This is an optimization exercise on Yosys and OpenROAD, whose aim is small area, a short achievable clock period and few clock cycles per item, not a production implementation. The RTL was checked by simulation tests, not by an equivalence proof against the original design.

## design/flow/config.mk

```make
export PLATFORM = sky130hd
export DESIGN_NAME = streaming_top_k_selector_core
export DESIGN_NICKNAME = streaming_top_k_selector_core
export VERILOG_FILES = /design/flow/design.v
export SDC_FILE = /design/flow/constraint.sdc
export NUM_CORES = 4
export LEC_CHECK = 0
export CAP_MARGIN = 20
export CORE_MARGIN = 2
export CORE_UTILIZATION = 40
export PLACE_DENSITY = 0.6
export SLEW_MARGIN = 20
```

## design/flow/constraint.sdc

```tcl
create_clock -name core_clock -period 6.0 [get_ports {clk}]
set_input_delay 1.2000 -clock core_clock [delete_from_list [all_inputs] [get_ports {clk}]]
set_output_delay 1.2000 -clock core_clock [all_outputs]
set_load 0.01 [all_outputs]
```

## design/flow/design.v

```verilog
package stk_pkg;
    localparam int K_MAX     = 8;
    localparam int SCORE_W   = 32;
    localparam int IDX_W     = 18;
    localparam int KCFG_W    = 4;
    localparam int MTDATA_W  = 56;
endpackage
module streaming_top_k_selector_core
(
    input  logic         clk,
    input  logic         rst_n,
    input  logic         cfg_we,
    input  logic [3:0]   cfg_wdata,
    input  logic         s_tvalid,
    output logic         s_tready,
    input  logic [31:0]  s_tdata,
    input  logic         s_tlast,
    output logic         m_tvalid,
    input  logic         m_tready,
    output logic [55:0]  m_tdata,
    output logic [0:0]   m_tuser,
    output logic         m_tlast
);
    localparam logic [17:0] POS_LIMIT = 18'h3FFFF;
    logic [2:0]  kc_reg;         
    logic [17:0] pos_reg;        
    logic        first_reg;      
    logic        s1_v;
    logic        s1_last;
    logic [2:0]  s1_km1;
    logic [31:0] s1_score;
    logic        s2_v;
    logic        s2_last;
    logic [2:0]  s2_km1;
    logic [31:0] s2_score;
    logic [17:0] s2_idx;
    logic [7:0]  g_reg;          
    logic [31:0] sc_reg [8];
    logic [17:0] ix_reg [8];
    logic [3:0]  n_reg;          
    logic        act_reg;        
    logic [2:0]  ptr_reg;        
    logic [2:0]  tail_reg;       
    logic [3:0]  fr_reg;         
    logic [7:0]  vld;
    logic [7:0]  upto;
    logic [7:0]  better;
    logic [7:0]  chain;
    logic [7:0]  at;
    logic [7:0]  sd;
    logic        ins;
    logic        adj;
    logic        s2_end;
    always_comb
    begin
        for (int j = 0; j < 8; j++)
        begin
            vld[j]    = (4'(j) < n_reg);
            upto[j]   = (4'(j) <= n_reg);
            better[j] = s2_v && (3'(j) <= s2_km1) && (!vld[j] || g_reg[j]);
        end
        chain[0] = 1'b0;
        for (int m = 1; m < 8; m++)
        begin
            chain[m] = chain[m-1] || better[m-1];
        end
        ins = |better;
        adj = act_reg && (n_reg == {1'b0, ptr_reg});
        for (int m = 0; m < 8; m++)
        begin
            at[m] = better[m] && !chain[m];
            sd[m] = chain[m] && (upto[m] || adj);
        end
        s2_end = s2_v && s2_last;
    end
    logic [7:0] gl;
    logic       gi;
    always_comb
    begin
        for (int j = 0; j < 8; j++)
        begin
            gl[j] = $signed(s1_score) > $signed(sc_reg[j]);
        end
        gi = $signed(s1_score) > $signed(s2_score);
    end
    logic blocked_last;
    logic safe;
    logic move;
    logic accept;
    logic beat;
    always_comb
    begin
        blocked_last = s1_last && (act_reg || s2_end);
        if (s2_end)
        begin
            safe = (s2_km1 != 3'd7);
        end
        else if (!act_reg)
        begin
            safe = 1'b1;
        end
        else if (n_reg == {1'b0, ptr_reg})
        begin
            safe = s2_v ? (tail_reg <= 3'd5) : (tail_reg <= 3'd6);
        end
        else
        begin
            safe = ({1'b0, ptr_reg} > (n_reg + 4'(s2_v))) || (tail_reg <= 3'd6);
        end
        move = s1_v && !blocked_last && safe;
    end
    assign s_tready = !s1_v || move;
    assign accept   = s_tvalid && s_tready;
    assign beat     = act_reg && m_tready;
    logic filled;
    assign filled   = (fr_reg != 4'd0);
    assign m_tvalid = act_reg;
    assign m_tlast  = (ptr_reg == tail_reg);
    assign m_tuser  = filled;
    assign m_tdata  = {6'b0,
                       filled ? sc_reg[ptr_reg] : 32'h8000_0000,
                       filled ? ix_reg[ptr_reg] : 18'b0};
    always_ff @(posedge clk or negedge rst_n)
    begin
        if (!rst_n)
        begin
            kc_reg    <= 3'd3;
            first_reg <= 1'b1;
            s1_v      <= 1'b0;
            s2_v      <= 1'b0;
            n_reg     <= 4'd0;
            act_reg   <= 1'b0;
        end
        else
        begin
            if (cfg_we)
            begin
                if (cfg_wdata == 4'd0)
                    kc_reg <= 3'd0;
                else if (cfg_wdata > 4'd8)
                    kc_reg <= 3'd7;
                else
                    kc_reg <= 3'(cfg_wdata - 4'd1);
            end
            if (accept)
            begin
                first_reg <= s_tlast;
            end
            s1_v <= accept || (s1_v && !move);
            s2_v <= move;
            if (s2_end)
            begin
                n_reg   <= 4'd0;
                act_reg <= 1'b1;
            end
            else
            begin
                if (ins && n_reg != 4'd8)
                    n_reg <= n_reg + 4'd1;
                if (beat && ptr_reg == tail_reg)
                    act_reg <= 1'b0;
            end
        end
    end
    always_ff @(posedge clk)
    begin
        if (accept)
        begin
            if (first_reg)
                pos_reg <= '0;
            else if (pos_reg != POS_LIMIT)
                pos_reg <= pos_reg + 18'd1;
        end
        if (!s1_v || move)
        begin
            s1_last  <= s_tlast;
            s1_km1   <= kc_reg;
            s1_score <= s_tdata;
        end
        s2_last  <= s1_last;
        s2_km1   <= s1_km1;
        s2_score <= s1_score;
        s2_idx   <= pos_reg;
        for (int m = 0; m < 8; m++)
        begin
            if (sd[m])
            begin
                sc_reg[m] <= sc_reg[(m > 0) ? m - 1 : 0];
                ix_reg[m] <= ix_reg[(m > 0) ? m - 1 : 0];
                g_reg[m]  <= gl[(m > 0) ? m - 1 : 0];
            end
            else if (at[m])
            begin
                sc_reg[m] <= s2_score;
                ix_reg[m] <= s2_idx;
                g_reg[m]  <= gi;
            end
            else
            begin
                g_reg[m]  <= gl[m];
            end
        end
        if (s2_end)
        begin
            ptr_reg  <= 3'd0;
            tail_reg <= s2_km1;
            fr_reg   <= (ins && n_reg != 4'd8) ? n_reg + 4'd1 : n_reg;
        end
        else
        begin
            ptr_reg  <= ptr_reg + 3'(beat) + 3'(adj && ins);
            tail_reg <= tail_reg + 3'(adj && ins);
            if (beat && filled)
                fr_reg <= fr_reg - 4'd1;
        end
    end
endmodule
```

## design/flow/run.sh

```bash
#!/bin/bash
# synth_recipe.tcl (not shown) runs the flow's synth.tcl, then flattens the netlist and writes it again
# the make line also repeats each setting of config.mk as NAME=value (left out here)
make -C /OpenROAD-flow-scripts/flow DESIGN_CONFIG=/design/flow/config.mk WORK_HOME=/design/flow/orfs CLKGATE_MAP_FILE= SYNTH_SCRIPT=/design/flow/synth_recipe.tcl finish
```

==> notes.md <==
area by class of cell:
class / instances / area [µm²]
inverter: 314 / 1179
timing repair buffer: 145 / 1416
clock inverter: 27 / 305.3
tap: 1040 / 1301
sequential: 537 / 15400
clock buffer: 87 / 1725
multi-input combinational: 1946 / 14270
fill: 7197 / 41990
how the worst max path moves through the flow:
stage                             endpoint                   from  slack, ps
after detailed placement        m_tdata[4]  ptr_reg[2]$_SDFF_PP0_       1310
after global placement          m_tdata[0]  ptr_reg[2]$_SDFF_PP0_       1360
after floorplan           g_reg[5]$_DFF_P_     n_reg[1]$_DFF_PN0_        240
after CTS                       m_tdata[4]  ptr_reg[2]$_SDFF_PP0_        580
final                          m_tdata[18]  ptr_reg[2]$_SDFF_PP0_        460
after global routing           m_tdata[18]  ptr_reg[2]$_SDFF_PP0_        500
metrics by stage:
step           worst slack (ps)  hold slack (ps)  std cells  util [%]
5_1_grt                   504.3            353.7       4096     45.89
3_5_place_dp               1308            330.0       3981     43.23
4_1_cts                   576.2            347.8       4095     45.85
3_3_place_gp               1357            330.6       3980     43.20
6_report                  461.1            345.1       4096     45.89
2_1_floorplan             241.8            323.3       2927         -
kinds of logic (layout without fill, tap and decap cells):
| logic type | after synthesis | after routing | share of synthesized area (%) |
|---|---|---|---|
| fa+ha+maj | 304 | 304 | 12.14 |
| compound gates | 756 | 756 | 14.24 |
| xor+xnor | 31 | 31 | 0.8894 |
| simple gates | 638 | 638 | 9.261 |
| buf+inv | 444 | 573 | 5.827 |
| other cells | 1 | 6 | 0.01195 |
| mux | 211 | 211 | 8.567 |
| flops | 537 | 537 | 49.07 |
routing by layer:
metal | GRT usage, % | up-vias | part of all wire [%]
met5 | 0 | - | 0
li1 | - | 10840 | -
met4 | 9.803 | 0 | 3.8
met3 | 4.783 | 218 | 8.6
met1 | 34.96 | 11910 | 42
met2 | 42.22 | 1184 | 46
cell usage in the layout, fill, tap and decap left out, types with 40 or more instances in the layout:
cell	count
sky130_fd_sc_hd__edfxtp_1	458
sky130_fd_sc_hd__buf_4	44
sky130_fd_sc_hd__o21ai_0	347
sky130_fd_sc_hd__clkbuf_16	62
sky130_fd_sc_hd__inv_1	307
sky130_fd_sc_hd__a221oi_1	40
sky130_fd_sc_hd__clkdlybuf4s50_1	95
sky130_fd_sc_hd__dfxtp_1	65
sky130_fd_sc_hd__nand4_1	54
sky130_fd_sc_hd__a21oi_1	182
sky130_fd_sc_hd__mux2_2	108
sky130_fd_sc_hd__nor2_1	107
sky130_fd_sc_hd__nand2_1	341
sky130_fd_sc_hd__ha_1	302
sky130_fd_sc_hd__mux2i_1	47
==> notes.md <==
----------------------------------------------------
[Die]
  Boundary pin count ... 102
  Die Outline Area ... 80690 µm²
  Die Width ... 284.1 µm
  Number of standard-cell rows in the floorplan ... 102
  Core outline area ... 77590 µm²
  Initial core utilization ... 40.43%
  DIE HEIGHT ... 284.1 µm

[Job]
  MaxCap Viol Count ... 0

[Clock tree]
  Total of cells resized after clock tree synthesis ... 0
  Post-CTS Setup Inserts ... 0
  Buffer type at the clock tree root ... sky130_fd_sc_hd__clkbuf_16
  Worst-path clk slew ... 70 ps
  Total clock buffers created by CTS ... 60
  Hold buffer count at CTS ... 0
  Clk sinks ... 537
  Clock tree from TritonCTS ... done
  Number of levels in the clock H-tree ... 2
  Buffer levels on the longest clock path ... 3
  Clock latency on the worst-skew pair ... 660 ps

[Hold path]
  Beginning of the worst hold path ... s1_km1[0]$_DFFE_PN_
  Hold depth ... 0
  Worst hold path class ... flop to flop
  Worst min-delay path endpoint ... s2_km1[0]$_DFF_P_

[Logic synthesis]
  Number of synthesized register bits ... 537
  Sequential fraction of the synthesis area ... 49.07%
  Cell with the most instances after synthesis ... sky130_fd_sc_hd__edfxtp_1
  Synth warnings ... 3
  Dominant cell type by area after synthesis ... sky130_fd_sc_hd__edfxtp_1
  Top FF cell, synth ... sky130_fd_sc_hd__edfxtp_1
  Share of flip-flops with an asynchronous set or reset after synthesis ... 2.048%
  Count of unique library cells instantiated by Yosys ... 83
  Synth area leaders ... sky130_fd_sc_hd__edfxtp_1 (44%), sky130_fd_sc_hd__ha_1 (12%), sky130_fd_sc_hd__o21ai_0 (5.6%)
  Top cells by count, synth ... sky130_fd_sc_hd__edfxtp_1 (458), sky130_fd_sc_hd__o21ai_0 (348), sky130_fd_sc_hd__nand2_1 (343)
  Post-synth EDFFs ... 458
  Area of the mapped netlist ... 31370 µm²
  Post-synthesis average cell area ... 10.74 µm²
  Cell count after synthesis ... 2922
  Area share of the leading cell type in the synthesized netlist ... 43.84%

[Finish]
  Area growth from synthesis to final layout ... 13.50%
  Ant. Diodes ... 0
  Number of nets in the layout ... 3349
  Ratio of cells with drive above 1 in the final layout ... 11.62%
  Final standard cell area without fillers ... 35610 µm²
  Flip-flop count of the largest register after layout ... 256

[GRT]
  Overflow after GRT ... 0
  Global-route wire length before repair ... 157400 µm
  All-layer global routing usage ... 26.13%
  Number of antenna violations at the first check in global routing ... 1
  Maximum number of pins on one net before global-route repair ... 96
  Vias in the first global route ... 23740

[Setup path]
  Largest fanout on the critical path ... 42
  Path depth of the worst reg2reg path ... 9
  Kind of start point of the critical path ... flop
  Family with the most delay on the worst path ... simple AND/OR/NAND/NOR gates
  Slack of the worst reg-to-reg path ... 1870 ps
  Levels on crit path ... 7
  Cells along the critical path ... buf_4 -> nand2_1 -> nor2_1 -> buf_4 -> a221oi_1 -> nor2_1 -> clkdlybuf4s50_1
  Worst reg2reg startpoint ... ptr_reg[2]$_SDFF_PP0_
  WP buf/inv ... 3
  Cell with the largest stage delay on the worst path ... sky130_fd_sc_hd__nor2_1
  Largest stage delay, worst path ... 800 ps
  Path type of the worst setup path ... flop to output port
  Arr. time, crit path ... 4340 ps
  Worst EP required ... 4800 ps
  Endpoint of the most critical register-to-register path ... g_reg[2]$_DFF_P_
  Nature of the critical path endpoint ... output port

[STA]
  Final count of negative-setup-slack endpoints ... 0
  RSZ-0062 raised after global routing ... false
  Clk_skew ... 23.69 ps
  Post-Route Setup TNS ... 0 ps
  Worst Tran Pin Value ... 1111 ps
  Fin. max-slew vios ... 0
  Fmax achieved ... 0.1805 GHz
  Worst slew slack as a fraction of its limit ... 24.02%
  Final critical path time including I/O delays and setup ... 5539 ps
  Final hold violation count ... 0
  Final clock period utilization by the worst path ... 92.31%

[Placement]
  Half-perimeter wire length after detailed placement ... 73440 µm
  GPL Wtd Cong ... 0.9763
  Port Buf Inserts ... 95
  Post-Place Cell Area ... 33550 µm²

[Status]
  Result of the run ... complete, no violations

[Routing]
  Remaining design rule violation count ... 0
  Via count ... 24150
  Mean number of vias per cell ... 5.897
  1st-iter DRT viols ... 2723
  Average wire length per cell after detail routing ... 26.32 µm
  Detail Route Antenna Nets ... 0
  Post-detailed-routing wire length ... 107800 µm
  Number of iterations in the first detailed-routing pass ... 6

----------------------------------------------------
Testbench counts, summed over its fixed seeds: cycles 20,731, items 20,354.

afterwards: timing with drivers on the ports:
The flow's constraints put no driver on any port. The routed layout listed below was extracted and timed again, unchanged, in two steps. Step 1 (the two cells are an assumption about what drives the block):
set clk [get_ports {clk}]
set_driving_cell -lib_cell sky130_fd_sc_hd__clkbuf_16 $clk
set_driving_cell -lib_cell sky130_fd_sc_hd__buf_2 [delete_from_list [all_inputs] $clk]
Step 2 times the ports against the registers' clock, not the clock port: input delays grow and output delays shrink by t, the midpoint of the rising clock arrivals with the driver on. Slacks: no drivers / after step 1 / after step 2; pairs: no drivers / after step 1.
t (ns): 0.709
setup WS [ns]: 0.461 / 0.401 / 1.110
latest minus earliest clock arrival (ns): 0.028 / 0.028
pins driven straight from the clock port: 1
After both steps setup and hold are still met in this run. The setup slack of this run moves by -0.060 ns with the drivers and by +0.649 ns with both steps.
